Source: an optimization exercise on an open RTL-to-GDS flow (aim: small area, a short achievable clock period and few clock cycles). Production flows keep margins and buffers that such runs may drop. Where RTL was checked, it was by simulation tests only, not by an equivalence proof against the original. No functional check of the RTL was part of run 1. Power and IR drop assume default switching activity.

==> flow/flow/run.sh <==
#!/bin/bash
# The standard layout (standard.sh), with plain buffers instead of delay
# cells on the ports. Make's output goes to flow_make.log; the ORFS steps keep
# their own logs under orfs/logs.
set -euo pipefail
bash standard.sh "BUFFER_PORTS_ARGS=-buffer_cell sky130_fd_sc_hd__buf_2" finish > flow_make.log 2>&1
==> flow/standard.sh <==
#!/bin/bash
# synth_recipe.tcl (not shown) runs the flow's synth.tcl, then flattens the netlist and writes it again
# the make line also repeats each setting of config.mk as NAME=value (left out here)
make -C /OpenROAD-flow-scripts/flow DESIGN_CONFIG=/design/flow/config.mk WORK_HOME=/design/flow/orfs CLKGATE_MAP_FILE= SYNTH_SCRIPT=/design/flow/synth_recipe.tcl "${@:-finish}"
==> flow/config.mk <==
export PLATFORM = sky130hd
export DESIGN_NAME = db_req_top
export DESIGN_NICKNAME = db_req_top
export VERILOG_FILES = /design/flow/design.v
export SDC_FILE = /design/flow/constraint.sdc
export NUM_CORES = 4
export LEC_CHECK = 0
export CAP_MARGIN = 20
export CORE_MARGIN = 2
export CORE_UTILIZATION = 40
export CTS_CLUSTER_DIAMETER = 100
export CTS_CLUSTER_SIZE = 24
export SETUP_SLACK_MARGIN = 2.0
export SLEW_MARGIN = 20
export SYNTH_HIERARCHICAL = 1
==> flow/constraint.sdc <==
create_clock -name core_clock -period 5.0 [get_ports {log_clk}]
set_input_delay 1.0000 -clock core_clock [delete_from_list [all_inputs] [get_ports {log_clk}]]
set_output_delay 1.0000 -clock core_clock [all_outputs]
set_load 0.01 [all_outputs]
==> flow/design.v <==
package srio_req_pkg;
    localparam logic [3:0] FTYPE_DOORBELL = 4'hA;
    localparam logic [3:0] FTYPE_NWRITE   = 4'h5;
    localparam logic [3:0] TTYPE_NWRITE   = 4'h4;
    localparam logic [1:0] REQ_PRIO       = 2'd1;
    localparam logic [15:0] INFO_TARGET_READY = 16'h0100;
    localparam logic [15:0] INFO_TARGET_BUSY  = 16'h01FF;
    localparam logic [15:0] INFO_SELF_CHECK   = 16'h0101;
    localparam logic [15:0] INFO_INTEG_BASE   = 16'h0200;
    typedef enum logic [1:0] {
        ERR_NONE          = 2'd0,
        ERR_DB_NO_RESP    = 2'd1,
        ERR_INTEG_NO_RESP = 2'd2
    } err_type_e;
endpackage
`timescale 1ns/1ps
module user_data_fifo (
    input  logic        log_clk,
    input  logic        log_rst,
    input  logic        wr_valid_i,
    input  logic [63:0] wr_data_i,
    input  logic [7:0]  wr_keep_i,
    input  logic        wr_last_i,
    input  logic        h_consume_i,    
    output logic        wr_ready_o,
    output logic [72:0] h_o,            
    output logic        h_valid_o,
    output logic        h_valid_next_o
);
    localparam int N = 31;
    logic [72:0] mem [N];
    logic [4:0]  wr_ptr;
    logic [N-1:0] rd_oh;
    logic [72:0] rd_data;
    logic [4:0]  cnt;
    logic [4:0]  cnt_next;
    logic        ram_empty;
    logic        in_desc;
    logic        push;
    logic        h_load;
    logic [72:0] wdata;
    assign push   = wr_valid_i && wr_ready_o;
    assign h_load = !ram_empty && (!h_valid_o || h_consume_i);
    assign wdata = in_desc ?
        {wr_last_i, 8'hFF, 8'h00, srio_req_pkg::FTYPE_NWRITE, srio_req_pkg::TTYPE_NWRITE, 1'b0,
         srio_req_pkg::REQ_PRIO, 1'b0, wr_data_i[7:0], 2'b00, 34'd0} :
        {wr_last_i, wr_keep_i, wr_data_i};
    assign cnt_next       = cnt + {4'd0, push} - {4'd0, h_load};
    assign h_valid_next_o = h_load || (h_valid_o && !h_consume_i);
    logic [N-1:0] wsel;
    logic [N-1:0][1:0] wen, wen_n;
    for (genvar i = 0; i < N; i++) begin : g_row
        logic [72:0] d;
        assign wsel[i] = (wr_ptr == 5'(i));
        for (genvar h = 0; h < 2; h++) begin : g_half
            gate_and2  u_wen  (.a(wsel[i]), .b(wr_ready_o), .y(wen[i][h]));
            gate_nand2 u_wenn (.a(wsel[i]), .b(wr_ready_o), .y(wen_n[i][h]));
        end
        fifo_row_hold u_hold (.w_i(wdata), .q_i(mem[i]), .en_i(wen[i]), .en_n_i(wen_n[i]), .d_o(d));
        fifo_row_reg  u_reg  (.log_clk(log_clk), .d_i(d), .q_o(mem[i]));
    end
    always_comb begin
        rd_data = '0;
        for (int i = 0; i < N; i++) rd_data = rd_data | (mem[i] & {73{rd_oh[i] && !ram_empty}});
    end
    always_ff @(posedge log_clk) begin
        if (!h_valid_o || h_consume_i) h_o <= rd_data;
    end
    always_ff @(posedge log_clk or posedge log_rst) begin
        if (log_rst) begin
            wr_ptr     <= '0;
            rd_oh      <= N'(1);
            cnt        <= '0;
            ram_empty  <= 1'b1;
            wr_ready_o <= 1'b1;
            h_valid_o  <= 1'b0;
            in_desc    <= 1'b1;
        end else begin
            if (push) begin
                wr_ptr  <= (wr_ptr == 5'(N - 1)) ? 5'd0 : wr_ptr + 5'd1;
                in_desc <= wr_last_i;
            end
            if (h_load) rd_oh <= {rd_oh[N-2:0], rd_oh[N-1]};
            cnt        <= cnt_next;
            ram_empty  <= (cnt_next == 5'd0);
            wr_ready_o <= (cnt_next != 5'(N));
            h_valid_o  <= h_valid_next_o;
        end
    end
endmodule
module fifo_row_hold (
    input  logic [72:0] w_i,
    input  logic [72:0] q_i,
    input  logic [1:0]  en_i,
    input  logic [1:0]  en_n_i,
    output logic [72:0] d_o
);
    assign d_o[36:0]  = (w_i[36:0]  & {37{en_i[0]}}) | (q_i[36:0]  & {37{en_n_i[0]}});
    assign d_o[72:37] = (w_i[72:37] & {36{en_i[1]}}) | (q_i[72:37] & {36{en_n_i[1]}});
endmodule
module fifo_row_reg (
    input  logic        log_clk,
    input  logic [72:0] d_i,
    output logic [72:0] q_o
);
    always_ff @(posedge log_clk) q_o <= d_i;
endmodule
`timescale 1ns/1ps
module iresp_decoder (
    input  logic        log_clk,
    input  logic        log_rst,
    input  logic [15:0] target_id_i,
    input  logic        iresp_tvalid_i,
    input  logic [63:0] iresp_tdata_i,
    input  logic [31:0] iresp_tuser_i,
    output logic        rsp_sc_o,        
    output logic        rsp_ready_o,     
    output logic        rsp_confirm_o,
    input  logic        tmo_sc_i,        
    input  logic        tmo_int_i,       
    output logic        target_sel_o,
    output logic        target_sel_next_o,
    output logic        error_o,
    output srio_req_pkg::err_type_e error_type_o
);
    logic [15:0] info;
    logic        hit;
    assign info = iresp_tdata_i[31:16];
    assign hit  = iresp_tvalid_i && (iresp_tdata_i[55:52] == srio_req_pkg::FTYPE_DOORBELL) &&
                  (iresp_tuser_i[31:16] == target_id_i);
    assign rsp_sc_o      = hit && (info[15:8] == 8'h01) && (info[7:0] == 8'h00 || info[7:0] == 8'hFF);
    assign rsp_ready_o   = !info[0];
    assign rsp_confirm_o = hit && (info[15:1] == 15'h0100) && (info[0] == !target_sel_o);
    iresp_err_tree u_err (
        .valid_i  (iresp_tvalid_i),
        .ftype_i  (iresp_tdata_i[55:52]),
        .src_i    (iresp_tuser_i[31:16]),
        .tgt_i    (target_id_i),
        .info_i   (info),
        .sel_i    (target_sel_o),
        .tmo_sc_i (tmo_sc_i),
        .tmo_int_i(tmo_int_i),
        .error_o  (error_o),
        .err_sc_o (error_type_o[0]),
        .err_int_o(error_type_o[1])
    );
    assign target_sel_next_o = target_sel_o ^ rsp_confirm_o;
    always_ff @(posedge log_clk or posedge log_rst) begin
        if (log_rst) target_sel_o <= 1'b0;
        else         target_sel_o <= target_sel_next_o;
    end
endmodule
module iresp_err_tree (
    input  logic        valid_i,
    input  logic [3:0]  ftype_i,
    input  logic [15:0] src_i,
    input  logic [15:0] tgt_i,
    input  logic [15:0] info_i,
    input  logic        sel_i,
    input  logic        tmo_sc_i,
    input  logic        tmo_int_i,
    output logic        error_o,
    output logic        err_sc_o,
    output logic        err_int_o
);
    logic [15:0] x;        
    logic [7:0]  p;        
    logic [1:0]  b_src;    
    logic [7:1]  xl;       
    logic        ok0;      
    logic        g_ft, g_hi, g_sca, g_scb, g_scc, g_scd, g_int2, g_int3, g_int4;
    logic        b_com, b_sc, b_int;
    logic [2:0]  g_all;    
    logic        g_sel, g_sc, g_int;
    logic        tmo_any_n, tmo_sc_n, tmo_int_n;
    for (genvar i = 0; i < 16; i++) begin : g_x
        gate_xor2 u (.a(src_i[i]), .b(tgt_i[i]), .y(x[i]));
    end
    for (genvar j = 1; j < 8; j++) begin : g_xl
        gate_xor2 u (.a(info_i[j]), .b(info_i[0]), .y(xl[j]));
    end
    gate_xor2 u_ok0 (.a(info_i[0]), .b(sel_i), .y(ok0));
    for (genvar k = 0; k < 8; k++) begin : g_p
        gate_nor2 u (.a(x[2*k]), .b(x[2*k+1]), .y(p[k]));
    end
    gate_nor4bb u_ft  (.a(ftype_i[2]), .b(ftype_i[0]), .c_n(ftype_i[3]), .d_n(ftype_i[1]), .y(g_ft));
    gate_nor4   u_hi  (.a(info_i[15]), .b(info_i[14]), .c(info_i[13]), .d(info_i[12]), .y(g_hi));
    gate_nor3b  u_sca (.a(xl[7]), .b(xl[6]), .c_n(info_i[8]), .y(g_sca));
    gate_nor2   u_scb (.a(xl[5]), .b(xl[4]), .y(g_scb));
    gate_nor3   u_scc (.a(xl[3]), .b(xl[2]), .c(info_i[10]), .y(g_scc));
    gate_nor3   u_scd (.a(xl[1]), .b(info_i[9]), .c(info_i[11]), .y(g_scd));
    gate_nor4b  u_i2  (.a(info_i[11]), .b(info_i[10]), .c(info_i[8]), .d_n(info_i[9]), .y(g_int2));
    gate_nor4   u_i3  (.a(info_i[7]), .b(info_i[6]), .c(info_i[5]), .d(info_i[4]), .y(g_int3));
    gate_nor3   u_i4  (.a(info_i[3]), .b(info_i[2]), .c(info_i[1]), .y(g_int4));
    gate_nand4 u_bs0  (.a(p[0]), .b(p[1]), .c(p[2]), .d(p[3]), .y(b_src[0]));
    gate_nand4 u_bs1  (.a(p[4]), .b(p[5]), .c(p[6]), .d(p[7]), .y(b_src[1]));
    gate_nand3 u_bcom (.a(g_ft), .b(valid_i), .c(g_hi), .y(b_com));
    gate_nand4 u_bsc  (.a(g_sca), .b(g_scb), .c(g_scc), .d(g_scd), .y(b_sc));
    gate_nand4 u_bint (.a(g_int2), .b(g_int3), .c(g_int4), .d(ok0), .y(b_int));
    for (genvar n = 0; n < 3; n++) begin : g_a
        gate_nor3 u (.a(b_src[0]), .b(b_src[1]), .c(b_com), .y(g_all[n]));
    end
    gate_a22oi u_gsel (.a1(tmo_sc_i), .a2(b_sc), .b1(tmo_int_i), .b2(b_int), .y(g_sel));
    gate_inv   u_gsc  (.a(b_sc), .y(g_sc));
    gate_inv   u_gint (.a(b_int), .y(g_int));
    gate_nor2  u_tany (.a(tmo_sc_i), .b(tmo_int_i), .y(tmo_any_n));
    gate_inv   u_tsc  (.a(tmo_sc_i), .y(tmo_sc_n));
    gate_inv   u_tint (.a(tmo_int_i), .y(tmo_int_n));
    gate_a21oi u_err  (.a1(g_all[0]), .a2(g_sel), .b1(tmo_any_n), .y(error_o));
    gate_a21oi u_esc  (.a1(g_all[1]), .a2(g_sc), .b1(tmo_sc_n), .y(err_sc_o));
    gate_a21oi u_eint (.a1(g_all[2]), .a2(g_int), .b1(tmo_int_n), .y(err_int_o));
endmodule
module gate_inv    (input logic a, output logic y); assign y = !a; endmodule
module gate_xor2   (input logic a, b, output logic y); assign y = a ^ b; endmodule
module gate_and2   (input logic a, b, output logic y); assign y = a && b; endmodule
module gate_nand2  (input logic a, b, output logic y); assign y = !(a && b); endmodule
module gate_nor2   (input logic a, b, output logic y); assign y = !(a || b); endmodule
module gate_nand3  (input logic a, b, c, output logic y); assign y = !(a && b && c); endmodule
module gate_nand4  (input logic a, b, c, d, output logic y); assign y = !(a && b && c && d); endmodule
module gate_nor3   (input logic a, b, c, output logic y); assign y = !(a || b || c); endmodule
module gate_nor4   (input logic a, b, c, d, output logic y); assign y = !(a || b || c || d); endmodule
module gate_nor3b  (input logic a, b, c_n, output logic y); assign y = !(a || b || !c_n); endmodule
module gate_nor4b  (input logic a, b, c, d_n, output logic y); assign y = !(a || b || c || !d_n); endmodule
module gate_nor4bb (input logic a, b, c_n, d_n, output logic y); assign y = !(a || b || !c_n || !d_n); endmodule
module gate_a21oi  (input logic a1, a2, b1, output logic y); assign y = !((a1 && a2) || b1); endmodule
module gate_a22oi  (input logic a1, a2, b1, b2, output logic y); assign y = !((a1 && a2) || (b1 && b2)); endmodule
`timescale 1ns/1ps
module ireq_builder (
    input  logic [72:0] h_i,
    input  logic [2:0]  db_i,
    input  logic        db_sc_i,
    input  logic        db_int_i,
    input  logic        db_bit0_i,
    input  logic        hdr_sel_i,
    input  logic [15:0] src_id_i,
    input  logic [15:0] des_id_i,
    output logic [63:0] ireq_tdata_o,
    output logic [7:0]  ireq_tkeep_o,
    output logic        ireq_tlast_o,
    output logic [31:0] ireq_tuser_o
);
    always_comb begin
        ireq_tdata_o = h_i[63:0];
        ireq_tdata_o[55]    = h_i[55] | db_i[0];
        ireq_tdata_o[54]    = h_i[54] & !db_i[0];
        ireq_tdata_o[53]    = h_i[53] | db_i[0];
        ireq_tdata_o[52]    = h_i[52] & !db_i[0];
        ireq_tdata_o[50]    = h_i[50] & !db_i[0];
        ireq_tdata_o[45]    = h_i[45] | db_i[0];
        ireq_tdata_o[43:36] = h_i[43:36] & ~{8{db_i[1]}};
        ireq_tdata_o[56]    = h_i[56] | hdr_sel_i;
        ireq_tdata_o[20]    = h_i[20] | hdr_sel_i;
        ireq_tdata_o[25]    = h_i[25] | db_int_i;
        ireq_tdata_o[24]    = h_i[24] | db_sc_i;
        ireq_tdata_o[16]    = h_i[16] | db_bit0_i;
    end
    assign ireq_tkeep_o = h_i[71:64] | {8{db_i[2]}};
    assign ireq_tlast_o = h_i[72] | db_i[0];
    assign ireq_tuser_o = {src_id_i, des_id_i};
endmodule
`timescale 1ns/1ps
module req_ctrl_fsm #(
    parameter int TIMEOUT_CYCLES = 1024
) (
    input  logic                     log_clk,
    input  logic                     log_rst,
    input  logic                     self_check_i,
    input  logic                     nwr_req_i,
    input  logic                     link_initialized_i,
    input  logic                     ireq_tready_i,
    input  logic                     h_last_i,
    input  logic                     h_valid_next_i,
    input  logic                     rsp_sc_i,
    input  logic                     rsp_ready_i,
    input  logic                     rsp_confirm_i,
    input  logic                     target_sel_next_i,
    output logic                     h_consume_o,
    output logic                     ireq_tvalid_o,
    output logic [2:0]               db_o,         
    output logic                     db_sc_o,      
    output logic                     db_int_o,     
    output logic                     db_bit0_o,    
    output logic                     hdr_sel_o,    
    output logic                     rapidio_ready_o,
    output logic                     nwr_ready_o,
    output logic                     nwr_busy_o,
    output logic                     nwr_ack_done_o,
    input  logic                     error_i,
    output logic                     tmo_sc_o,
    output logic                     tmo_int_o
);
    localparam int CNT_W = $clog2(TIMEOUT_CYCLES);
    logic st_idle, st_scdb, st_hdr, st_data, st_idb, st_wsc, st_wint;
    logic idle_n, scdb_n, hdr_n, data_n, idb_n, wsc_n, wint_n;
    logic [CNT_W-1:0] cnt;
    logic tmo_sc, tmo_int;
    logic take, take_sc, take_nwr;
    logic hs, beat_hs, last_hs;
    logic res_sc, res_int;
    assign take     = st_idle && link_initialized_i && (self_check_i || nwr_req_i);
    assign take_sc  = take && self_check_i;
    assign take_nwr = take && !self_check_i;
    assign hs          = ireq_tvalid_o && ireq_tready_i;
    assign beat_hs     = hs && (st_hdr || st_data);
    assign last_hs     = beat_hs && h_last_i;
    assign h_consume_o = beat_hs;
    assign tmo_sc_o  = tmo_sc;
    assign tmo_int_o = tmo_int;
    assign res_sc  = st_wsc && (rsp_sc_i || tmo_sc);
    assign res_int = st_wint && (rsp_confirm_i || tmo_int);
    assign idle_n = (st_idle && !take) || res_sc || res_int;
    assign scdb_n = take_sc || (st_scdb && !hs);
    assign hdr_n  = take_nwr || (st_hdr && !hs);
    assign data_n = (beat_hs && !h_last_i) || (st_data && !hs);
    assign idb_n  = last_hs || (st_idb && !hs);
    assign wsc_n  = (st_scdb && hs) || (st_wsc && !res_sc);
    assign wint_n = (st_idb && hs) || (st_wint && !res_int);
    ctl_flop u_db0 (.log_clk(log_clk), .log_rst(log_rst), .d_i(scdb_n || idb_n), .q_o(db_o[0]));
    ctl_flop u_db1 (.log_clk(log_clk), .log_rst(log_rst), .d_i(scdb_n || idb_n), .q_o(db_o[1]));
    ctl_flop u_db2 (.log_clk(log_clk), .log_rst(log_rst), .d_i(scdb_n || idb_n), .q_o(db_o[2]));
    always_ff @(posedge log_clk or posedge log_rst) begin
        if (log_rst) begin
            st_idle         <= 1'b1;
            st_scdb         <= 1'b0;
            st_hdr          <= 1'b0;
            st_data         <= 1'b0;
            st_idb          <= 1'b0;
            st_wsc          <= 1'b0;
            st_wint         <= 1'b0;
            cnt             <= '0;
            tmo_sc          <= 1'b0;
            tmo_int         <= 1'b0;
            ireq_tvalid_o   <= 1'b0;
            db_sc_o         <= 1'b0;
            db_int_o        <= 1'b0;
            db_bit0_o       <= 1'b0;
            hdr_sel_o       <= 1'b0;
            rapidio_ready_o <= 1'b1;
            nwr_ready_o     <= 1'b0;
            nwr_busy_o      <= 1'b0;
            nwr_ack_done_o  <= 1'b0;
        end else begin
            st_idle <= idle_n;
            st_scdb <= scdb_n;
            st_hdr  <= hdr_n;
            st_data <= data_n;
            st_idb  <= idb_n;
            st_wsc  <= wsc_n;
            st_wint <= wint_n;
            cnt     <= (st_wsc || st_wint) ? cnt + 1'b1 : '0;
            tmo_sc  <= st_wsc  && !rsp_sc_i      && (cnt == CNT_W'(TIMEOUT_CYCLES - 1));
            tmo_int <= st_wint && !rsp_confirm_i && (cnt == CNT_W'(TIMEOUT_CYCLES - 1));
            ireq_tvalid_o   <= scdb_n || idb_n || ((hdr_n || data_n) && h_valid_next_i);
            db_sc_o         <= scdb_n;
            db_int_o        <= idb_n;
            db_bit0_o       <= scdb_n || (idb_n && (st_idb ? db_bit0_o : !target_sel_next_i));
            hdr_sel_o       <= hdr_n && (st_hdr ? hdr_sel_o : target_sel_next_i);
            rapidio_ready_o <= !(scdb_n || hdr_n || data_n || idb_n);
            if (st_wsc && rsp_sc_i) begin
                nwr_ready_o <= rsp_ready_i;
                nwr_busy_o  <= !rsp_ready_i;
            end else if (error_i || take_nwr) begin
                nwr_ready_o <= 1'b0;
            end
            nwr_ack_done_o <= st_wint && rsp_confirm_i;
        end
    end
endmodule
module ctl_flop (
    input  logic log_clk,
    input  logic log_rst,
    input  logic d_i,
    output logic q_o
);
    always_ff @(posedge log_clk or posedge log_rst) begin
        if (log_rst) q_o <= 1'b0;
        else         q_o <= d_i;
    end
endmodule
`timescale 1ns/1ps
module db_req_top #(
    parameter int TIMEOUT_CYCLES = 1024,
    parameter int FIFO_DEPTH     = 32
) (
    input  logic                    log_clk,
    input  logic                    log_rst,
    input  logic [15:0]             src_id_i,
    input  logic [15:0]             des_id_i,
    input  logic [15:0]             target_id_i,
    input  logic                    self_check_i,
    input  logic                    nwr_req_i,
    input  logic                    link_initialized_i,
    output logic                    rapidio_ready_o,
    output logic                    nwr_ready_o,
    output logic                    nwr_busy_o,
    output logic                    nwr_ack_done_o,
    output logic                    error_o,
    output srio_req_pkg::err_type_e error_type_o,
    input  logic                    user_tvalid_i,
    output logic                    user_tready_o,
    input  logic [63:0]             user_tdata_i,
    input  logic [7:0]              user_tkeep_i,
    input  logic                    user_tlast_i,
    output logic                    ireq_tvalid_o,
    input  logic                    ireq_tready_i,
    output logic [63:0]             ireq_tdata_o,
    output logic [7:0]              ireq_tkeep_o,
    output logic                    ireq_tlast_o,
    output logic [31:0]             ireq_tuser_o,
    input  logic                    iresp_tvalid_i,
    input  logic [63:0]             iresp_tdata_i,
    input  logic [31:0]             iresp_tuser_i
);
    logic [72:0] h;
    logic        h_valid;
    logic        h_valid_next;
    logic        h_consume;
    logic        rsp_sc;
    logic        rsp_ready;
    logic        rsp_confirm;
    logic        target_sel;
    logic        target_sel_next;
    logic        tmo_sc, tmo_int;
    logic [2:0]  db;
    logic        db_sc, db_int, db_bit0, hdr_sel;
    req_ctrl_fsm #(
        .TIMEOUT_CYCLES(TIMEOUT_CYCLES)
    ) u_ctrl (
        .log_clk           (log_clk),
        .log_rst           (log_rst),
        .self_check_i      (self_check_i),
        .nwr_req_i         (nwr_req_i),
        .link_initialized_i(link_initialized_i),
        .ireq_tready_i     (ireq_tready_i),
        .h_last_i          (h[72]),
        .h_valid_next_i    (h_valid_next),
        .rsp_sc_i          (rsp_sc),
        .rsp_ready_i       (rsp_ready),
        .rsp_confirm_i     (rsp_confirm),
        .target_sel_next_i (target_sel_next),
        .h_consume_o       (h_consume),
        .ireq_tvalid_o     (ireq_tvalid_o),
        .db_o              (db),
        .db_sc_o           (db_sc),
        .db_int_o          (db_int),
        .db_bit0_o         (db_bit0),
        .hdr_sel_o         (hdr_sel),
        .rapidio_ready_o   (rapidio_ready_o),
        .nwr_ready_o       (nwr_ready_o),
        .nwr_busy_o        (nwr_busy_o),
        .nwr_ack_done_o    (nwr_ack_done_o),
        .error_i           (error_o),
        .tmo_sc_o          (tmo_sc),
        .tmo_int_o         (tmo_int)
    );
    ireq_builder u_build (
        .h_i         (h),
        .db_i        (db),
        .db_sc_i     (db_sc),
        .db_int_i    (db_int),
        .db_bit0_i   (db_bit0),
        .hdr_sel_i   (hdr_sel),
        .src_id_i    (src_id_i),
        .des_id_i    (des_id_i),
        .ireq_tdata_o(ireq_tdata_o),
        .ireq_tkeep_o(ireq_tkeep_o),
        .ireq_tlast_o(ireq_tlast_o),
        .ireq_tuser_o(ireq_tuser_o)
    );
    user_data_fifo u_fifo (
        .log_clk       (log_clk),
        .log_rst       (log_rst),
        .wr_valid_i    (user_tvalid_i),
        .wr_data_i     (user_tdata_i),
        .wr_keep_i     (user_tkeep_i),
        .wr_last_i     (user_tlast_i),
        .h_consume_i   (h_consume),
        .wr_ready_o    (user_tready_o),
        .h_o           (h),
        .h_valid_o     (h_valid),
        .h_valid_next_o(h_valid_next)
    );
    iresp_decoder u_resp (
        .log_clk          (log_clk),
        .log_rst          (log_rst),
        .target_id_i      (target_id_i),
        .iresp_tvalid_i   (iresp_tvalid_i),
        .iresp_tdata_i    (iresp_tdata_i),
        .iresp_tuser_i    (iresp_tuser_i),
        .rsp_sc_o         (rsp_sc),
        .rsp_ready_o      (rsp_ready),
        .rsp_confirm_o    (rsp_confirm),
        .tmo_sc_i         (tmo_sc),
        .tmo_int_i        (tmo_int),
        .target_sel_o     (target_sel),
        .target_sel_next_o(target_sel_next),
        .error_o          (error_o),
        .error_type_o     (error_type_o)
    );
endmodule
==> results of run 1 <==
[worst register-to-register path: cells and delay by family (launching register included)]
| kind | cells | cell delay [ns] |
|---|---|---|
| compound gates | 2 | 0.36 |
| flops | 1 | 1.16 |
| buf+inv | 2 | 1.12 |
| simple gates | 2 | 0.23 |
[what timing repair did]
item / 4_1_cts / 5_1_grt
gates resized for setup: 30 / 24
endpoints found under the setup margin: 121 / 236
pin swaps: 16 / 6
cloned: 1 / 0
setup buffers: 6 / 4
[registers in the layout, summed over array words and instances, names as in the netlist, 5 cells and up]
| register | flops |
|---|---|
| u_fifo.g_row.u_reg.q_o | 2263 |
| u_fifo.h_o | 73 |
| u_fifo.rd_oh | 31 |
| u_ctrl.cnt | 10 |
| u_fifo.cnt | 5 |
| u_fifo.wr_ptr | 5 |
[layer usage]
| metal | wire, um | vias to the layer above | part of all wire [%] | track usage, % |
|---|---|---|---|---|
| met3 | 63630 | 1846 | 15 | 11.47 |
| met2 | 174000 | 7550 | 40 | 49.78 |
| met5 | 339 | - | 0.079 | 0 |
| met4 | 32360 | 30 | 7.5 | 21.53 |
| met1 | 159700 | 38270 | 37 | 45.67 |
| li1 | - | 29430 | - | - |
[report_power, final]
part           internal, W  switching, W  total [W]
Sequential          0.0266       0.00428     0.0309
Clock              0.00425       0.00657     0.0108
Combinational      0.00614       0.00836     0.0145
Total               0.0370        0.0192     0.0562
[layout make-up]
cell class / count / area (um2)
clock buffer: 156 / 3010
antenna: 16 / 40.04
inverter: 29 / 108.9
tap: 3009 / 3765
sequential: 2411 / 49510
clock inverter: 10 / 151.4
multi-input combinational: 4318 / 35200
fill: 21060 / 132300
timing repair buffer: 464 / 3358
[Yosys stat by module (local to each module, per instance), a selection]
| module | copies in the design | flip-flops and latches | cells inside | cell area [um2] |
|---|---|---|---|---|
| gate_nor2 | 10 | 0 | 1 | 3.754 |
| gate_xor2 | 24 | 0 | 1 | 8.758 |
| gate_a21oi | 3 | 0 | 1 | 8.758 |
| gate_inv | 4 | 0 | 1 | 3.754 |
| gate_nor4 | 2 | 0 | 1 | 12.51 |
| gate_a22oi | 1 | 0 | 1 | 12.51 |
| gate_nor3 | 6 | 0 | 1 | 10.01 |
| iresp_decoder | 1 | 1 | 44 | 327.8 |
| gate_nor4b | 1 | 0 | 1 | 15.01 |
| gate_nor3b | 1 | 0 | 1 | 12.51 |
| gate_and2 | 62 | 0 | 1 | 6.256 |
[cell usage in the layout (no fill, tap or decap), types with 36 or more instances in the layout]
| cell type | count |
|---|---|
| a221oi_1 | 111 |
| clkbuf_1 | 42 |
| buf_4 | 225 |
| a22o_2 | 217 |
| nand2_2 | 58 |
| dfxtp_1 | 2263 |
| clkbuf_16 | 114 |
| nand2_1 | 44 |
| nor2_1 | 147 |
| mux2_2 | 40 |
| a21oi_1 | 52 |
| xor2_1 | 38 |
| nand4_1 | 171 |
| a22oi_1 | 810 |
| a222oi_1 | 68 |
| a22o_1 | 2152 |
| dfrtp_1 | 36 |
| and2_2 | 41 |
| edfxtp_1 | 73 |
| nand3_1 | 55 |
| buf_2 | 202 |
[cells by family after synthesis]
| kind of cell | after synthesis | share of synthesized area (%) |
|---|---|---|
| XOR/XNOR | 48 | 0.4589 |
| AND/OR/NAND/NOR | 745 | 4.421 |
| multiplexers | 41 | 0.5040 |
| adder cells (fa/ha/maj) | 12 | 0.1721 |
| buffers and inverters | 877 | 8.358 |
| flip-flops | 2411 | 53.91 |
| AO/OA/AOI/OAI | 3472 | 32.18 |
[per-stage QoR]
stage	area (um2)	util, %	setup slack [ns]
finish	95150	41.82	1.875
global route	95120	41.81	1.832
CTS	94880	41.71	1.886
detailed placement	91470	40.21	1.484
global placement	91330	40.14	1.476
floorplan	91660	-	1.124
[path summary, 6_finish.rpt]
kind / from / endpoint / slack (ns) / cells after the start
max: target_id_i[0] / error_type_o[1] / 1.87 / 7
min: log_rst / u_ctrl.u_db2.q_o / 0.04 / 2
max reg2reg: u_fifo.rd_oh[5] / u_fifo.h_o[58] / 1.91 / 6
min reg2reg: u_fifo.g_row[15].u_reg.q_o[34] / u_fifo.g_row[15].u_reg.q_o[34] / 0.48 / 1
max in group asynchronous: log_rst / u_fifo.rd_oh[24] / 3.98 / 3
min in group core_clock: user_tvalid_i / u_fifo.wr_ptr[2] / 0.43 / 3
==> results.py, run 1 <==
metrics = {
    "place": {
        "gp_congestion": 0.8691,
        "portBuffers": 214,
        "hpwlAfterDp_mm": 208.0,
        "dp.cells": 10220,
    },
    "final_layout": {
        "fin_nets": 7573,
        "area.growth.synth_to_final_pct": 3.874,
        "layout.cells.non_filler": 10410,
        "layout-drive-gt1-share_pct": 15.08,
    },
    "clocking": {
        "cts_tree": "built",
        "cts_inserted_buffers": 112,
        "htreeDepth": 3,
        "clockBufferDepth": 3,
        "insertion_delay_ns": 0.87,
        "hold_buffers": 0,
        "clock_sinks": 2411,
        "root_buffer": "clkbuf_16",
        "cts.clk_slew.worst_paths_ns": 0.10,
    },
    "die": {
        "die_y_um": 482.5,
        "die_w_um": 482.5,
        "coreArea_mm2": 0.2275,
        "dieArea_mm2": 0.2329,
        "ioPinCount": 339,
        "placementRows": 175,
        "initial_core_util_pct": 40.27,
    },
    "sta": {
        "whs_ns": 0.03854,
        "tightest_slew_ns": 1.233,
        "setup_tns_ns": 0,
        "skew_ns": 0.06133,
        "fmax_mhz": 320.0,
        "finalSetupViolations": 0,
        "slew_viol_final": 0,
        "post-route-min-period_ns": 3.125,
        "rsz0062_at_grt": "yes",
        "relSlewSlack_pct": 17.77,
        "fin_crit_sh_pct": 62.50,
        "hold_violations": 0,
    },
    "synth": {
        "netlist_area_mm2": 0.09160,
        "ys.flop_type": "dfxtp_1",
        "synth_cell_types": 60,
        "synth-seq-area-share_pct": 53.91,
        "synth_largest_area_cell": "dfxtp_1",
        "ys_ff_latch": 2411,
        "syn-mean-instance-area_um2": 12.04,
        "synth.area.top_cells": "dfxtp_1 (49%), a22o_1 (21%), a22oi_1 (6.6%), buf_6 (6.3%), edfxtp_1 (2.4%)",
        "synthCells": 7606,
        "synth_commonest_cells": "dfxtp_1 (2,263), a22o_1 (2,152), a22oi_1 (810), buf_6 (510), a22o_2 (217)",
        "yosys_warnings": 13,
        "synth_fp_nets": 7843,
        "synth-edff-count": 73,
        "synth_most_common_cell": "dfxtp_1",
        "synthArstFlopShare_pct": 3.111,
        "yosys.area.top_type_share_pct": 49.46,
    },
    "routing": {
        "detail_route.wl_per_cell_um": 41.30,
        "first_pass_iters": 10,
        "vias": 77130,
        "via_per_inst": 7.407,
        "first_iter_violations": 14780,
        "post-route-drc-count": 0,
        "wl_mm": 430.0,
        "antenna_left": 0,
    },
    "critical_path": {
        "slowest_delay_ns": 0.27,
        "cp-start-kind": "primary input",
        "setup.worst_path.end_class": "output pin",
        "crit_type": "in -> out",
        "worstPathRequired_ns": 4.00,
        "path_cells": "buf_2 > xor2_1 > nor2_1 > nand4_1 > nor3_2 > a21oi_2 > buf_2",
        "crit_family": "simple AND/OR/NAND/NOR gates",
        "cp_max_fo": 3,
        "critPathArrivalTime_ns": 2.13,
        "path_buf_inv": 2,
        "cp_slowest_cell": "nor3_2",
        "cpMostUsedCell": "buf_2",
    },
    "power": {
        "peakVddDrop_uv": 487.5,
        "leakage_nw": 36.97,
        "p_per_area_mw_per_mm2": 590.7,
        "total_power_w": 0.05621,
    },
    "global_routing": {
        "antenna_found_initial": 19,
        "grt_pass1_vias": 72350,
        "grt_start_max_net_pins": 52,
        "grt_pass1_wl_mm": 581.8,
        "grt_overflow": 0,
        "grt_usage_pct": 34.99,
    },
    "worst_hold_path": {
        "hold_class": "in -> async",
    },
    "run": {
        "drv_cap": 0,
    },
    "status": {
        "status": "finished clean",
    },
}
==> run 2, diff against run 1 <==
--- a/flow/design.v
+++ b/flow/design.v
@@ -47,21 +47,27 @@
         {wr_last_i, wr_keep_i, wr_data_i};
     assign cnt_next       = cnt + {4'd0, push} - {4'd0, h_load};
     assign h_valid_next_o = h_load || (h_valid_o && !h_consume_i);
+    logic         rd_en;
     logic [N-1:0] wsel;
-    logic [N-1:0][1:0] wen, wen_n;
+    logic [N-1:0][1:0] wen, wen_n, rsel;
+    assign rd_en = !ram_empty;
     for (genvar i = 0; i < N; i++) begin : g_row
         logic [72:0] d;
         assign wsel[i] = (wr_ptr == 5'(i));
         for (genvar h = 0; h < 2; h++) begin : g_half
             gate_and2  u_wen  (.a(wsel[i]), .b(wr_ready_o), .y(wen[i][h]));
             gate_nand2 u_wenn (.a(wsel[i]), .b(wr_ready_o), .y(wen_n[i][h]));
+            gate_and2  u_rsel (.a(rd_oh[i]), .b(rd_en), .y(rsel[i][h]));
         end
         fifo_row_hold u_hold (.w_i(wdata), .q_i(mem[i]), .en_i(wen[i]), .en_n_i(wen_n[i]), .d_o(d));
         fifo_row_reg  u_reg  (.log_clk(log_clk), .d_i(d), .q_o(mem[i]));
     end
     always_comb begin
         rd_data = '0;
-        for (int i = 0; i < N; i++) rd_data = rd_data | (mem[i] & {73{rd_oh[i] && !ram_empty}});
+        for (int i = 0; i < N; i++) begin
+            rd_data[36:0]  = rd_data[36:0]  | (mem[i][36:0]  & {37{rsel[i][0]}});
+            rd_data[72:37] = rd_data[72:37] | (mem[i][72:37] & {36{rsel[i][1]}});
+        end
     end
     always_ff @(posedge log_clk) begin
         if (!h_valid_o || h_consume_i) h_o <= rd_data;
--- a/flow/config.mk
+++ b/flow/config.mk
@@ -10,6 +10,6 @@
 export CORE_UTILIZATION = 40
 export CTS_CLUSTER_DIAMETER = 100
 export CTS_CLUSTER_SIZE = 24
-export SETUP_SLACK_MARGIN = 2.0
+export SETUP_SLACK_MARGIN = 2.1
 export SLEW_MARGIN = 20
 export SYNTH_HIERARCHICAL = 1
==> run 2 against run 1 <==
- still clean
- first-iteration DRC count rose by 14%
- clock-buffer cell count up 6
- critical path depth unchanged
- sequential power about the same
- worst hold slack better by 0.021 ns
- fmax up 0.17%
- clock skew increased by 0.035 ns
- sequential cell count stayed put
- die area fell by 0.18%
- design area grew 3.6%
- largest power group unchanged
==> results.py, run 2 <==
metrics = {
    "status": {
        "status": "finished clean",
    },
    "clocking": {
        "clock_sinks": 2411,
        "cts.clk_slew.worst_paths_ns": 0.09,
        "hold_buffers": 0,
        "insertion_delay_ns": 0.89,
        "cts_tree": "built",
        "root_buffer": "clkbuf_16",
        "htreeDepth": 3,
        "clockBufferDepth": 3,
        "cts_inserted_buffers": 113,
    },
    "synth": {
        "synth_cell_types": 60,
        "synth_top_family_by_area": "compound AO/OA/AOI/OAI gates",
        "synthAdderAreaFrac_pct": 0.1724,
        "synth-edff-count": 73,
        "synth_most_common_cell": "dfxtp_1",
        "synthSimpleGateAreaFrac_pct": 5.047,
        "yosys_warnings": 13,
        "yosys.area.top_type_share_pct": 49.55,
        "ys_ff_latch": 2411,
        "netlist_area_mm2": 0.09143,
        "synthArstFlopShare_pct": 3.111,
        "synth_compound_area_share_pct": 31.71,
        "synth_largest_area_cell": "dfxtp_1",
        "synth_fp_nets": 7818,
        "ys.flop_type": "dfxtp_1",
        "synth_commonest_cells": "dfxtp_1 (2,263), a22o_1 (2,119), a22oi_1 (876), buf_6 (501), a22o_2 (217)",
        "synthCells": 7581,
        "synth-seq-area-share_pct": 54.01,
        "synth_xor_area_share_pct": 0.4598,
        "synthMuxAreaShare_pct": 0.5050,
        "syn-mean-instance-area_um2": 12.06,
        "synth.area.top_cells": "dfxtp_1 (50%), a22o_1 (20%), a22oi_1 (7.2%), buf_6 (6.2%), edfxtp_1 (2.4%)",
    },
    "final_layout": {
        "final_common_cell": "dfxtp_1",
        "fin_nets": 7769,
        "final_cell_mix": "dfxtp_1 (2,263), a22o_1 (2,118), a22oi_1 (868)",
        "fin_util_pct": 43.38,
        "reg_top3": "u_fifo.g_row.u_reg.q_o x2263, u_fifo.h_o x73, u_fifo.rd_oh x31",
        "layout-drive-gt1-share_pct": 19.10,
        "area.growth.synth_to_final_pct": 7.837,
        "top_register": "u_fifo.g_row.u_reg.q_o",
        "largest_register_ffs": 2263,
        "layout.cells.non_filler": 10620,
    },
    "place": {
        "gp_congestion": 0.8718,
        "place_ws_ns": 1.246,
        "hpwlAfterDp_mm": 215.7,
        "dp.cells": 10240,
        "portBuffers": 214,
    },
    "routing": {
        "vias": 78640,
        "met3WireLength_mm": 69.34,
        "post-route-drc-count": 0,
        "wl_mm": 442.0,
        "via_per_inst": 7.404,
        "first_iter_violations": 16820,
        "wl_met2_mm": 177.1,
        "top_layer": "met5",
        "detail_route.wl_per_cell_um": 41.61,
        "antenna_left": 0,
        "m1WireLength_mm": 161.8,
        "first_pass_iters": 10,
    },
    "global_routing": {
        "antenna_found_initial": 22,
        "grt_overflow": 0,
        "grt_start_max_net_pins": 76,
        "grt_pass1_wl_mm": 578.3,
        "grt_usage_pct": 34.80,
        "grt_pass1_vias": 72100,
    },
    "sta": {
        "finalSetupViolations": 0,
        "tightest_slew_ns": 1.174,
        "rsz0062_at_grt": "yes",
        "fin_ws_ns": 1.880,
        "fin_crit_sh_pct": 62.40,
        "fmax_mhz": 320.5,
        "relSlewSlack_pct": 21.46,
        "hold_violations": 0,
        "setup_tns_ns": 0,
        "slew_viol_final": 0,
        "skew_ns": 0.09655,
        "post-route-min-period_ns": 3.120,
        "whs_ns": 0.06004,
    },
    "power": {
        "p_sw_w": 0.01944,
        "peakVddDrop_uv": 393.5,
        "p_clk_share_pct": 19.4,
        "leakage_nw": 39.57,
        "seqPwrFrac_pct": 54.6,
        "switching_share_pct": 34.21,
        "p_per_area_mw_per_mm2": 576.2,
        "internal_power_w": 0.03738,
        "pwr-share-comb_pct": 26.1,
    },
    "critical_path": {
        "setup.worst_path.end_class": "output pin",
        "worstPathRequired_ns": 4.00,
        "crit_type": "in -> out",
        "critPathArrivalTime_ns": 2.12,
        "cp-start-kind": "primary input",
        "cp_max_fo": 4,
    },
    "die": {
        "ioPinCount": 339,
        "dieArea_mm2": 0.2324,
        "placementRows": 175,
        "die_w_um": 482.1,
        "coreArea_mm2": 0.2273,
        "die_y_um": 482.1,
        "initial_core_util_pct": 40.23,
    },
    "worst_hold_path": {
        "hold_class": "in -> async",
    },
    "run": {
        "drv_cap": 0,
    },
}
-- run 2: cell types whose count changed in the layout (fill, tap and decap cells not counted), sizes merged, moves of 38 or more --
cell,delta
and2,+85
or4,+73
a22oi,+66
a221oi,-38
buf,+172
nand3,+103
a21oi,-42
nor2,-101
-- run 2: layout make-up --
type                    instances  area [um2]
fillers                     21000      128700
flip-flops and latches       2411       49400
multi-input cells            4323       36070
repair buffers                653        5909
well taps                    3009        3765
clock buffers                 162        3053
clock inverters                13       234.0
inverters                      30       118.9
diodes                         21       52.55
-- run 2: repair_timing --
action / in CTS / in global routing
hold endpoints to repair: 0 / 0
buffers inserted: 52 / 88
gates cloned: 13 / 32
endpoints found under the setup margin: 592 / 291
pin swaps: 60 / 69
gates resized for setup: 138 / 239
-- run 2: per-layer routing --
layer | vias to the layer above | track usage [%]
met5 | - | 0
li1 | 29860 | -
met4 | 15 | 21.70
met3 | 1869 | 11.51
met2 | 8074 | 49.33
met1 | 38820 | 45.41
-- run 2: modules after synthesis (local to each module, per instance), a selection --
module	cells inside	cell area [um2]
gate_nor4bb	1	12.51
fifo_row_reg	73	1461
iresp_decoder	44	327.8
gate_nor3	1	10.01
user_data_fifo	2050	16700
ctl_flop	2	28.78
ireq_builder	105	753.2
gate_nand3	1	5.005
gate_and2	1	6.256
gate_nand4	1	6.256
gate_nor3b	1	12.51
gate_nand2	1	3.754
gate_nor4b	1	15.01
gate_xor2	1	8.758
fifo_row_hold	89	828.3
-- run 2: power by group through the flow --
stage          Sequential [W]  Clock (W)  Combinational (W)
2_1_floorplan          0.0299          0             0.0101
6_report               0.0310     0.0110             0.0148
3_3_place_gp           0.0307          0             0.0130
3_5_place_dp           0.0310          0             0.0134
4_1_cts                0.0306     0.0109             0.0137
5_1_grt                0.0316     0.0115             0.0151
-- run 2: worst paths after layout --
kind | slack (ns) | to | start | cells after the start
hold / removal | 0.06 | u_ctrl.u_db2.q_o | log_rst | 2
min in group core_clock | 0.47 | u_fifo.g_row[13].u_reg.q_o[27] | u_fifo.g_row[13].u_reg.q_o[27] | 1
setup / recovery | 1.88 | error_o | iresp_tdata_i[23] | 7
max in group asynchronous | 4.17 | u_fifo.wr_ptr[4] | log_rst | 3
hold reg to reg | 0.47 | u_fifo.g_row[13].u_reg.q_o[27] | u_fifo.g_row[13].u_reg.q_o[27] | 1
setup reg to reg | 1.99 | u_fifo.h_o[60] | u_fifo.ram_empty | 10
-- run 2: per-stage QoR --
stage	area (um2)	total power (W)
3_3_place_gp	91750	0.04370
4_1_cts	96120	0.05515
6_report	98600	0.05681
3_5_place_dp	91810	0.04435
5_1_grt	98560	0.05815
2_1_floorplan	91490	0.03999
-- run 2: cells by family after synthesis --
| kind of cell | after synthesis |
|---|---|
| adders and majority gates | 12 |
| DFF | 2411 |
| buffers and inverters | 869 |
| xor gates and xnor gates | 48 |
| and+or+nand+nor | 798 |
| muxes | 41 |
| AOI/OAI and AO/OA | 3402 |
-- run 2: critical path, stage by stage --
cell	delay, ns
buf_8	0.10
xor2_1	0.15
nor3b_2	0.19
nand4_1	0.18
a22oi_2	0.23
a21oi_2	0.10
buf_2	0.15
Testbench counts of run 2, summed over its fixed seeds: cycles 25,119.
==> run 3, diff against run 2 <==
--- a/flow/config.mk
+++ b/flow/config.mk
@@ -10,6 +10,7 @@
 export CORE_UTILIZATION = 40
 export CTS_CLUSTER_DIAMETER = 100
 export CTS_CLUSTER_SIZE = 24
-export SETUP_SLACK_MARGIN = 2.1
+export PLACE_DENSITY = 0.7
+export SETUP_SLACK_MARGIN = 2.0
 export SLEW_MARGIN = 20
 export SYNTH_HIERARCHICAL = 1
==> run 3 against run 2 <==
- combinational power fell by 3%
- sequential cell count stayed put
- critical path depth unchanged
- global-route usage decreased by 2.3 points
- utilization decreased by 1.4 points
- clock skew is 0.014 ns lower
- highest routed layer unchanged
- fmax fell by 0.18%
- via count fell by 1.2%
- design area decreased by 3.2%
==> results.py, run 3 <==
metrics = {
    "sta": {
        "skew_ns": 0.08232,
        "finalSetupViolations": 0,
        "setup_tns_ns": 0,
        "tightest_slew_ns": 1.327,
        "rsz0062_at_grt": "yes",
        "hold_violations": 0,
        "post-route-min-period_ns": 3.125,
        "slew_viol_final": 0,
        "relSlewSlack_pct": 11.55,
        "fin_crit_sh_pct": 62.51,
        "fmax_mhz": 320.0,
    },
    "synth": {
        "synth_most_common_cell": "dfxtp_1",
        "synth_commonest_cells": "dfxtp_1 (2,263), a22o_1 (2,119), a22oi_1 (876), buf_6 (501), a22o_2 (217)",
        "synthArstFlopShare_pct": 3.111,
        "synth-seq-area-share_pct": 54.01,
        "syn-mean-instance-area_um2": 12.06,
        "netlist_area_mm2": 0.09143,
        "synth.area.top_cells": "dfxtp_1 (50%), a22o_1 (20%), a22oi_1 (7.2%), buf_6 (6.2%), edfxtp_1 (2.4%)",
        "yosys_warnings": 13,
        "synth-edff-count": 73,
        "ys.flop_type": "dfxtp_1",
        "synth_cell_types": 60,
        "ys_ff_latch": 2411,
        "synth_largest_area_cell": "dfxtp_1",
        "synth_fp_nets": 7818,
        "yosys.area.top_type_share_pct": 49.55,
        "synthCells": 7581,
    },
    "final_layout": {
        "area.growth.synth_to_final_pct": 4.395,
        "layout.cells.non_filler": 10420,
        "fin_nets": 7567,
        "top_register": "u_fifo.g_row.u_reg.q_o",
        "layout-drive-gt1-share_pct": 15.84,
        "reg_top3": "u_fifo.g_row.u_reg.q_o x2263, u_fifo.h_o x73, u_fifo.rd_oh x31",
        "final_cell_mix": "dfxtp_1 (2,263), a22o_1 (2,119), a22oi_1 (876)",
        "largest_register_ffs": 2263,
        "final_common_cell": "dfxtp_1",
    },
    "clocking": {
        "insertion_delay_ns": 0.87,
        "clockBufferDepth": 3,
        "cts_tree": "built",
        "root_buffer": "clkbuf_16",
        "cts_inserted_buffers": 112,
        "cts.clk_slew.worst_paths_ns": 0.10,
        "clock_sinks": 2411,
        "htreeDepth": 3,
    },
    "power": {
        "p_sw_w": 0.01900,
        "seqPwrFrac_pct": 55.2,
        "pwr-share-comb_pct": 25.6,
        "leakage_nw": 38.14,
        "p_clk_share_pct": 19.2,
        "internal_power_w": 0.03721,
        "p_per_area_mw_per_mm2": 588.9,
        "peakVddDrop_uv": 522.3,
        "switching_share_pct": 33.80,
    },
    "die": {
        "ioPinCount": 339,
        "placementRows": 175,
        "die_y_um": 482.1,
        "coreArea_mm2": 0.2273,
        "die_w_um": 482.1,
        "initial_core_util_pct": 40.23,
        "dieArea_mm2": 0.2324,
    },
    "place": {
        "dp.cells": 10200,
        "hpwlAfterDp_mm": 202.9,
        "gp_congestion": 0.8901,
        "portBuffers": 214,
    },
    "worst_hold_path": {
        "hold_class": "in -> async",
    },
    "global_routing": {
        "grt_start_max_net_pins": 54,
        "grt_pass1_wl_mm": 550.4,
        "grt_overflow": 0,
        "grt_pass1_vias": 73260,
        "grt_usage_pct": 32.46,
        "antenna_found_initial": 21,
    },
    "routing": {
        "first_iter_violations": 17480,
        "post-route-drc-count": 0,
        "vias": 77700,
        "detail_route.wl_per_cell_um": 38.58,
        "via_per_inst": 7.459,
        "wl_mm": 401.8,
        "antenna_left": 0,
        "first_pass_iters": 7,
    },
    "critical_path": {
        "cp-start-kind": "primary input",
        "crit_type": "in -> out",
        "worstPathRequired_ns": 4.00,
        "cp_max_fo": 4,
        "critPathArrivalTime_ns": 2.13,
        "setup.worst_path.end_class": "output pin",
    },
    "status": {
        "status": "finished clean",
    },
    "run": {
        "drv_cap": 0,
    },
}
## run 3: cell counts after synthesis
No cell type changed its count.
## run 3: per-layer routing
layer	vias up	global-route usage (%)	routed length (um)
met4	20	21.41	33240
li1	29400	-	-
met1	37730	40.77	138900
met5	-	0.1430	158
met3	2186	11.91	67340
met2	8368	46.47	162200
## run 3: path summary, 6_finish.rpt
kind	startpoint	to	slack, ns	depth (start not counted)
max	iresp_tdata_i[22]	error_o	1.87	7
min	log_rst	u_ctrl.u_db0.q_o	0.06	2
max reg2reg	u_fifo.wr_ptr[0]	u_fifo.g_row[18].u_reg.q_o[48]	1.89	7
min reg2reg	u_fifo.g_row[29].u_reg.q_o[17]	u_fifo.g_row[29].u_reg.q_o[17]	0.48	1
max in group asynchronous	log_rst	u_ctrl.nwr_ready_o	4.20	2
min in group core_clock	nwr_req_i	u_ctrl.st_idle	0.47	4
## run 3: cell type report
type                            instances  area (um2)
Antenna cell                           13       32.53
Clock inverter                         11       211.5
Sequential cell                      2411       49400
Multi-Input combinational cell       4302       35500
Tap cell                             3009        3765
Fill cell                           20990      131800
Inverter                               30       117.6
Timing Repair Buffer                  473        3383
Clock buffer                          167        3040
## run 3: through the flow
step,hold WS (ns),total power (W),util [%],setup WS (ns),area [um2]
global placement,0.4515,0.04339,40.19,1.226,91340
floorplan,0.4388,0.03999,-,1.103,91490
global route,0.07489,0.05750,41.99,1.823,95430
detailed placement,0.4522,0.04423,40.20,1.300,91380
finish,0.06413,0.05621,42.00,1.875,95450
CTS,0.05530,0.05478,41.81,1.866,95020
## run 3: per-module statistics from Yosys (local to each module, per instance), a selection
module / copies in the design / flip-flops and latches / area, um2 / cells inside
gate_a21oi: 3 / 0 / 8.758 / 1
fifo_row_reg: 31 / 73 / 1461 / 73
gate_and2: 124 / 0 / 6.256 / 1
user_data_fifo: 1 / 118 / 16700 / 2050
gate_nand2: 62 / 0 / 3.754 / 1
gate_nand4: 4 / 0 / 6.256 / 1
ctl_flop: 3 / 1 / 28.78 / 2
gate_nor4bb: 1 / 0 / 12.51 / 1
gate_nor2: 10 / 0 / 3.754 / 1
gate_xor2: 24 / 0 / 8.758 / 1
gate_a22oi: 1 / 0 / 12.51 / 1
## run 3: critical path: stages
cell and delay (ns):
buf_6 0.11, xor2_2 0.17, nor3b_2 0.21, nand4_1 0.18, a22oi_2 0.20, a21oi_2 0.10
buf_2 0.15
## run 3: repair_timing
item	in CTS	in global routing
setup buffers	6	11
gates resized for setup	83	35
pin swaps	27	5
hold buffers	0	0
gates cloned	1	2
setup endpoints to repair	209	464
## run 3: power groups by stage
stage | registers [W] | logic [W] | clock network, W
2_1_floorplan | 0.0299 | 0.0101 | 0
3_3_place_gp | 0.0307 | 0.0127 | 0
3_5_place_dp | 0.0310 | 0.0132 | 0
4_1_cts | 0.0307 | 0.0134 | 0.0107
5_1_grt | 0.0315 | 0.0147 | 0.0113
6_report | 0.0310 | 0.0144 | 0.0108
## run 3: logic make-up after synthesis
| family | after synthesis | synth area share, % |
|---|---|---|
| simple gates | 798 | 5.047 |
| xor+xnor | 48 | 0.4598 |
| flops | 2411 | 54.01 |
| fa+ha+maj | 12 | 0.1724 |
| mux | 41 | 0.5050 |
| compound gates | 3402 | 31.71 |
| buf+inv | 869 | 8.097 |
==> run 4, diff against run 3 <==
--- a/flow/config.mk
+++ b/flow/config.mk
@@ -10,7 +10,6 @@
 export CORE_UTILIZATION = 40
 export CTS_CLUSTER_DIAMETER = 100
 export CTS_CLUSTER_SIZE = 24
-export PLACE_DENSITY = 0.7
 export SETUP_SLACK_MARGIN = 2.0
 export SLEW_MARGIN = 20
 export SYNTH_HIERARCHICAL = 1
==> run 4 against run 3 <==
- first-iteration DRC count fell by 7.8%
- via count fell by 0.26%
- clock skew rose by 0.013 ns
- critical path depth did not move
- synthesized area did not move
- power rose by 0.19%
- utilization rose by 0.31 points
- worst setup slack improved by 0.0051 ns
- combinational power barely moved
- synthesized cell count did not move
- die area did not move
- largest cell class unchanged
- largest power group unchanged
==> results.py, run 4 <==
metrics = {
    "status": {
        "status": "finished clean",
    },
    "critical_path": {
        "cp-start-kind": "primary input",
        "reg2reg_from": "u_fifo.ram_empty",
        "cp_max_fo": 4,
        "crit_type": "in -> out",
        "critPathArrivalTime_ns": 2.12,
        "crit_start": "iresp_tdata_i[23]",
        "rrSetupSlack_ns": 1.94,
        "worstPathRequired_ns": 4.00,
        "r2r_cells": 7,
        "rr_endpoint": "u_fifo.h_o[69]",
        "crit_end": "error_o",
        "setup.worst_path.end_class": "output pin",
    },
    "die": {
        "coreArea_mm2": 0.2273,
        "placementRows": 175,
        "initial_core_util_pct": 40.23,
        "die_w_um": 482.1,
        "ioPinCount": 339,
        "dieArea_mm2": 0.2324,
        "die_y_um": 482.1,
    },
    "power": {
        "p_per_area_mw_per_mm2": 585.8,
        "leakage_nw": 38.48,
        "total_power_w": 0.05632,
        "peakVddDrop_uv": 390.1,
    },
    "synth": {
        "synth_most_common_cell": "dfxtp_1",
        "synth.area.top_cells": "dfxtp_1 (50%), a22o_1 (20%), a22oi_1 (7.2%), buf_6 (6.2%), edfxtp_1 (2.4%)",
        "synth_commonest_cells": "dfxtp_1 (2,263), a22o_1 (2,119), a22oi_1 (876), buf_6 (501), a22o_2 (217)",
        "ys.flop_type": "dfxtp_1",
        "yosys_warnings": 13,
        "netlist_area_mm2": 0.09143,
        "syn-mean-instance-area_um2": 12.06,
        "synthArstFlopShare_pct": 3.111,
        "synth-seq-area-share_pct": 54.01,
        "synth_fp_nets": 7818,
        "yosys.area.top_type_share_pct": 49.55,
        "ys_ff_latch": 2411,
        "synth_cell_types": 60,
        "synth-edff-count": 73,
        "synthCells": 7581,
        "synth_largest_area_cell": "dfxtp_1",
    },
    "routing": {
        "antenna_left": 0,
        "via_per_inst": 7.385,
        "first_pass_iters": 9,
        "detail_route.wl_per_cell_um": 40.60,
        "wl_mm": 426.0,
        "post-route-drc-count": 0,
        "first_iter_violations": 16120,
        "vias": 77500,
    },
    "final_layout": {
        "final_common_cell": "dfxtp_1",
        "area.growth.synth_to_final_pct": 5.162,
        "fin_nets": 7646,
        "layout-drive-gt1-share_pct": 16.72,
        "layout.cells.non_filler": 10490,
        "top_register": "u_fifo.g_row.u_reg.q_o",
        "largest_register_ffs": 2263,
        "reg_top3": "u_fifo.g_row.u_reg.q_o x2263, u_fifo.h_o x73, u_fifo.rd_oh x31",
        "final_cell_mix": "dfxtp_1 (2,263), a22o_1 (2,119), a22oi_1 (876)",
    },
    "place": {
        "place_ws_ns": 1.246,
        "dp.cells": 10240,
        "hpwlAfterDp_mm": 215.7,
        "gp_congestion": 0.8718,
        "portBuffers": 214,
    },
    "sta": {
        "fin_ws_ns": 1.880,
        "hold_violations": 0,
        "relSlewSlack_pct": 18.19,
        "post-route-min-period_ns": 3.120,
        "setup_tns_ns": 0,
        "tightest_slew_ns": 1.227,
        "rsz0062_at_grt": "yes",
        "fmax_mhz": 320.5,
        "fin_crit_sh_pct": 62.41,
        "slew_viol_final": 0,
        "skew_ns": 0.09523,
        "finalSetupViolations": 0,
    },
    "clocking": {
        "clock_sinks": 2411,
        "root_buffer": "clkbuf_16",
        "clockBufferDepth": 3,
        "cts_inserted_buffers": 113,
        "htreeDepth": 3,
        "insertion_delay_ns": 0.88,
        "cts.clk_slew.worst_paths_ns": 0.09,
        "hold_buffers": 0,
        "cts_tree": "built",
    },
    "global_routing": {
        "grt_start_max_net_pins": 66,
        "antenna_found_initial": 24,
        "grt_usage_pct": 34.09,
        "grt_pass1_wl_mm": 568.7,
        "grt_overflow": 0,
        "grt_pass1_vias": 71490,
    },
    "worst_hold_path": {
        "hold_class": "in -> async",
    },
    "run": {
        "drv_cap": 0,
    },
}
==> run 4: cell count changes in the layout (fill, tap and decap cells not counted), moves of 5 or more <==
cell      before  now
nor2b_2       18   34
and2_4        49   66
buf_2        193  198
buf_4        238  282
clkbuf_1      53   46
buf_12         9   26
nor2b_4       43   25
==> run 4: Yosys stat by module (local to each module, per instance), excerpt <==
module,cells inside,copies in the design,flip-flops and latches
fifo_row_reg,73,31,73
ireq_builder,105,1,0
iresp_decoder,44,1,1
gate_nor4b,1,1,0
gate_a22oi,1,1,0
gate_nor3b,1,1,0
gate_nor4,1,2,0
gate_nor3,1,6,0
gate_xor2,1,24,0
gate_a21oi,1,3,0
gate_nand4,1,4,0
gate_and2,1,124,0
gate_nand3,1,1,0
gate_nor2,1,10,0
gate_inv,1,4,0
==> run 4: stage by stage <==
step / cell area [um2] / hold WS [ns] / utilization, %
finish: 96150 / 0.07090 / 42.31
floorplan: 91490 / 0.4388 / -
global placement: 91750 / 0.4511 / 40.37
CTS: 95460 / 0.05358 / 42.00
detailed placement: 91810 / 0.4527 / 40.40
global route: 96120 / 0.06904 / 42.29
==> run 4: logic make-up (layout without fill, tap and decap cells) <==
| family | Yosys count | count (layout) | synth area share (%) |
|---|---|---|---|
| flip-flops | 2411 | 2411 | 54.01 |
| other | 0 | 16 | 0 |
| multiplexers | 41 | 41 | 0.5050 |
| AND/OR/NAND/NOR | 798 | 812 | 5.047 |
| XOR/XNOR | 48 | 48 | 0.4598 |
| adder cells (fa/ha/maj) | 12 | 12 | 0.1724 |
| buffers and inverters | 869 | 743 | 8.097 |
| AO/OA/AOI/OAI | 3402 | 3402 | 31.71 |
==> run 4: worst min-delay path by stage <==
stage | start | end | cells after the start
after global placement | u_fifo.g_row[14].u_reg.q_o[31] | u_fifo.g_row[14].u_reg.q_o[31] | 1
final | log_rst | u_ctrl.u_db2.q_o | 2
after detailed placement | u_fifo.g_row[19].u_reg.q_o[40] | u_fifo.g_row[19].u_reg.q_o[40] | 1
after floorplan | u_fifo.g_row[24].u_reg.q_o[72] | u_fifo.g_row[24].u_reg.q_o[72] | 1
after CTS | log_rst | u_ctrl.u_db1.q_o | 2
after global routing | log_rst | u_ctrl.u_db2.q_o | 2
==> run 4: critical path, cell delays in order <==
cell     delay, ns
buf_8         0.10
xor2_1        0.15
nor3b_2       0.19
nand4_1       0.18
a22oi_2       0.23
a21oi_2       0.10
buf_2         0.15
==> run 4: timing repair <==
action	CTS	global route
cloned	1	14
setup endpoints to repair	354	139
gates resized for setup	89	46
buffers inserted	8	39
pin swaps	25	29
==> run 4: power by group <==
part	total, W	switching, W	internal, W
Sequential	0.0310	0.00426	0.0267
Clock	0.0110	0.00662	0.00433
Combinational	0.0144	0.00823	0.00618
==> run 4: metal layers <==
metal  track usage (%)  wire length (um)  part of all wire, %
met5                 0               111                0.026
met1             45.08            158100                   37
met2             49.01            173100                   41
met4             20.21             31190                  7.3
met3             10.09             63450                   15
==> run 4: layout make-up <==
class | instances | area [um2]
sequential | 2411 | 49400
inverter | 30 | 112.6
multi-input combinational | 4315 | 35530
clock inverter | 13 | 234.0
clock buffer | 162 | 3053
timing repair buffer | 538 | 4020
tap | 3009 | 3765
fill | 21200 | 131100
antenna | 16 | 40.04
==> run 5, diff against run 4 <==
--- a/flow/config.mk
+++ b/flow/config.mk
@@ -8,8 +8,9 @@
 export CAP_MARGIN = 20
 export CORE_MARGIN = 2
 export CORE_UTILIZATION = 40
-export CTS_CLUSTER_DIAMETER = 100
-export CTS_CLUSTER_SIZE = 24
+export CTS_BUF_LIST = sky130_fd_sc_hd__clkbuf_8
+export CTS_CLUSTER_DIAMETER = 80
+export CTS_CLUSTER_SIZE = 16
 export SETUP_SLACK_MARGIN = 2.0
 export SLEW_MARGIN = 20
 export SYNTH_HIERARCHICAL = 1
==> run 5 against run 4 <==
- routed wire length grew 0.61%
- non-clock buffer count increased by 9
- global-route usage is 0.21 points higher
- via count increased by 0.34%
- worst setup slack got worse by 0.043 ns
- highest routed layer unchanged
- combinational power hardly changed
- clock power shrank 9%
- critical path depth decreased by 5
- clock-buffer cell count grew 14
- largest cell class unchanged
- largest power group unchanged
==> results.py, run 5 <==
metrics = {
    "status": {
        "status": "finished clean",
    },
    "sta": {
        "finalSetupViolations": 0,
        "setup_tns_ns": 0,
        "fmax_mhz": 316.2,
        "fin_crit_sh_pct": 63.26,
        "skew_ns": 0.1120,
        "hold_violations": 0,
        "slew_viol_final": 0,
        "relSlewSlack_pct": 18.36,
        "post-route-min-period_ns": 3.163,
        "rsz0062_at_grt": "yes",
        "tightest_slew_ns": 1.225,
    },
    "synth": {
        "synth-seq-area-share_pct": 54.01,
        "yosys.area.top_type_share_pct": 49.55,
        "yosys_warnings": 13,
        "synth_cell_types": 60,
        "ys_ff_latch": 2411,
        "ys.flop_type": "dfxtp_1",
        "netlist_area_mm2": 0.09143,
        "synth_compound_area_share_pct": 31.71,
        "synthArstFlopShare_pct": 3.111,
        "synth_commonest_cells": "dfxtp_1 (2,263), a22o_1 (2,119), a22oi_1 (876), buf_6 (501), a22o_2 (217)",
        "synth-edff-count": 73,
        "synthSimpleGateAreaFrac_pct": 5.047,
        "synth_fp_nets": 7818,
        "synth_xor_area_share_pct": 0.4598,
        "synth_most_common_cell": "dfxtp_1",
        "synth.area.top_cells": "dfxtp_1 (50%), a22o_1 (20%), a22oi_1 (7.2%), buf_6 (6.2%), edfxtp_1 (2.4%)",
        "syn-mean-instance-area_um2": 12.06,
        "synth_top_family_by_area": "compound AO/OA/AOI/OAI gates",
        "synthMuxAreaShare_pct": 0.5050,
        "synth_largest_area_cell": "dfxtp_1",
        "synthAdderAreaFrac_pct": 0.1724,
        "synthCells": 7581,
    },
    "die": {
        "initial_core_util_pct": 40.23,
        "placementRows": 175,
        "die_y_um": 482.1,
        "dieArea_mm2": 0.2324,
        "die_w_um": 482.1,
        "ioPinCount": 339,
        "coreArea_mm2": 0.2273,
    },
    "global_routing": {
        "grt_usage_pct": 34.30,
        "grt_pass1_wl_mm": 571.8,
        "grt_overflow": 0,
        "grt_pass1_vias": 72160,
        "antenna_found_initial": 27,
        "grt_start_max_net_pins": 66,
    },
    "clocking": {
        "htreeDepth": 4,
        "cts_inserted_buffers": 171,
        "cts_tree": "built",
        "root_buffer": "clkbuf_8",
        "clock_sinks": 2411,
        "cts.clk_slew.worst_paths_ns": 0.11,
        "insertion_delay_ns": 1.07,
        "clockBufferDepth": 3,
    },
    "final_layout": {
        "final_common_cell": "dfxtp_1",
        "top_register": "u_fifo.g_row.u_reg.q_o",
        "postLayoutCellArea_mm2": 0.09592,
        "fin_util_pct": 42.20,
        "largest_register_ffs": 2263,
        "reg_top3": "u_fifo.g_row.u_reg.q_o x2263, u_fifo.h_o x73, u_fifo.rd_oh x31",
        "layout-drive-gt1-share_pct": 17.62,
        "fin_nets": 7715,
        "layout.cells.non_filler": 10580,
        "fill_cells": 21280,
        "seq_area_mm2": 0.04940,
        "final_cell_mix": "dfxtp_1 (2,263), a22o_1 (2,119), a22oi_1 (876)",
        "area.growth.synth_to_final_pct": 4.910,
        "multiInputGateArea_mm2": 0.03560,
    },
    "critical_path": {
        "crit_type": "reg -> out",
        "path_cells": "nor2b_4 > buf_6",
        "cp_slowest_cell": "dfrtp_4",
        "critPathArrivalTime_ns": 2.16,
        "cp-start-kind": "register",
        "path_buf_inv": 1,
        "crit_family": "flip-flops",
        "setup.worst_path.end_class": "output pin",
        "worstPathRequired_ns": 4.00,
        "slowest_delay_ns": 0.66,
        "cp_max_fo": 5,
    },
    "routing": {
        "antenna_left": 0,
        "post-route-drc-count": 0,
        "first_pass_iters": 12,
        "vias": 77760,
        "wl_mm": 428.6,
        "via_per_inst": 7.351,
        "first_iter_violations": 15710,
        "detail_route.wl_per_cell_um": 40.52,
    },
    "worst_hold_path": {
        "hold_class": "in -> reg",
    },
    "place": {
        "gp_congestion": 0.8718,
        "place_area_mm2": 0.09181,
        "portBuffers": 214,
        "dp.cells": 10240,
        "hpwlAfterDp_mm": 215.7,
    },
    "power": {
        "p_per_area_mw_per_mm2": 578.1,
        "peakVddDrop_uv": 370.5,
        "leakage_nw": 38.72,
    },
    "run": {
        "drv_cap": 0,
    },
}
## run 5: cell counts after synthesis
Identical to the previous run, type by type.
## run 5: through the flow
stage	hold slack, ns	setup WS, ns	total power [W]
after floorplan	0.4388	1.103	0.03999
after global placement	0.4511	1.254	0.04370
after detailed placement	0.4527	1.246	0.04435
after CTS	0.2152	1.770	0.05422
after global routing	0.2643	1.732	0.05694
final	0.2595	1.837	0.05545
## run 5: Yosys stat by module, one instance, submodules excluded, a selection
module | cells inside | cell area (um2) | flops+latches | copies in the design
user_data_fifo | 2050 | 16700 | 118 | 1
iresp_decoder | 44 | 327.8 | 1 | 1
gate_nand4 | 1 | 6.256 | 0 | 4
gate_nor3b | 1 | 12.51 | 0 | 1
gate_nand3 | 1 | 5.005 | 0 | 1
fifo_row_hold | 89 | 828.3 | 0 | 31
gate_a21oi | 1 | 8.758 | 0 | 3
fifo_row_reg | 73 | 1461 | 73 | 31
gate_nand2 | 1 | 3.754 | 0 | 62
gate_xor2 | 1 | 8.758 | 0 | 24
gate_and2 | 1 | 6.256 | 0 | 124
## run 5: cell type report
type / instances / area share (%)
Sequential cell: 2411 / 51.50
Timing Repair Buffer: 547 / 4.318
Inverter: 30 / 0.1174
Antenna cell: 15 / 0.03913
Clock buffer: 176 / 2.525
Multi-Input combinational cell: 4317 / 37.11
Clock inverter: 74 / 0.4670
Tap cell: 3009 / 3.925
## run 5: cells by family after synthesis
logic type / after synthesis
adder cells (fa/ha/maj): 12
XOR/XNOR: 48
flip-flops: 2411
buffers and inverters: 869
AND/OR/NAND/NOR: 798
multiplexers: 41
AO/OA/AOI/OAI: 3402
## run 5: metal layers
metal	GRT usage (%)	wire length [um]
met3	10.50	65380
met4	20.74	30660
met5	0	122
met2	49.07	174400
met1	45.17	158000
## run 5: repair_timing
| action | in CTS | in global routing |
|---|---|---|
| gates resized for setup | 118 | 41 |
| cloned | 1 | 16 |
| hold endpoints to repair | 4 | 0 |
| hold buffers | 1 | 0 |
| pin swaps | 30 | 35 |
| buffers inserted | 14 | 41 |
| endpoints found under the setup margin | 376 | 233 |
## run 5: final timing paths
kind / slack [ns] / end / depth (start not counted) / startpoint
max: 1.84 / ireq_tdata_o[43] / 2 / u_ctrl.u_db1.q_o
min: 0.26 / u_fifo.wr_ptr[1] / 3 / user_tvalid_i
max reg2reg: 1.92 / u_fifo.g_row[5].u_reg.q_o[42] / 5 / u_fifo.wr_ready_o
min reg2reg: 0.48 / u_fifo.g_row[13].u_reg.q_o[27] / 1 / u_fifo.g_row[13].u_reg.q_o[27]
max in group asynchronous: 3.82 / u_fifo.cnt[0] / 4 / log_rst
min in group asynchronous: 0.48 / u_resp.target_sel_o / 3 / log_rst
## run 5: power breakdown
part / internal [W] / switching, W / total (W)
clock: 0.00335 / 0.00670 / 0.0100
combinational: 0.00620 / 0.00828 / 0.0145
sequential: 0.0267 / 0.00423 / 0.0309
total: 0.0362 / 0.0192 / 0.0555
## run 5: worst reg2reg max path: stages (launching register included)
cell and delay [ns]:
dfstp_4 0.72, buf_4 0.18, buf_12 0.29, and2_2 1.06
buf_4 0.52, a22o_1 0.21
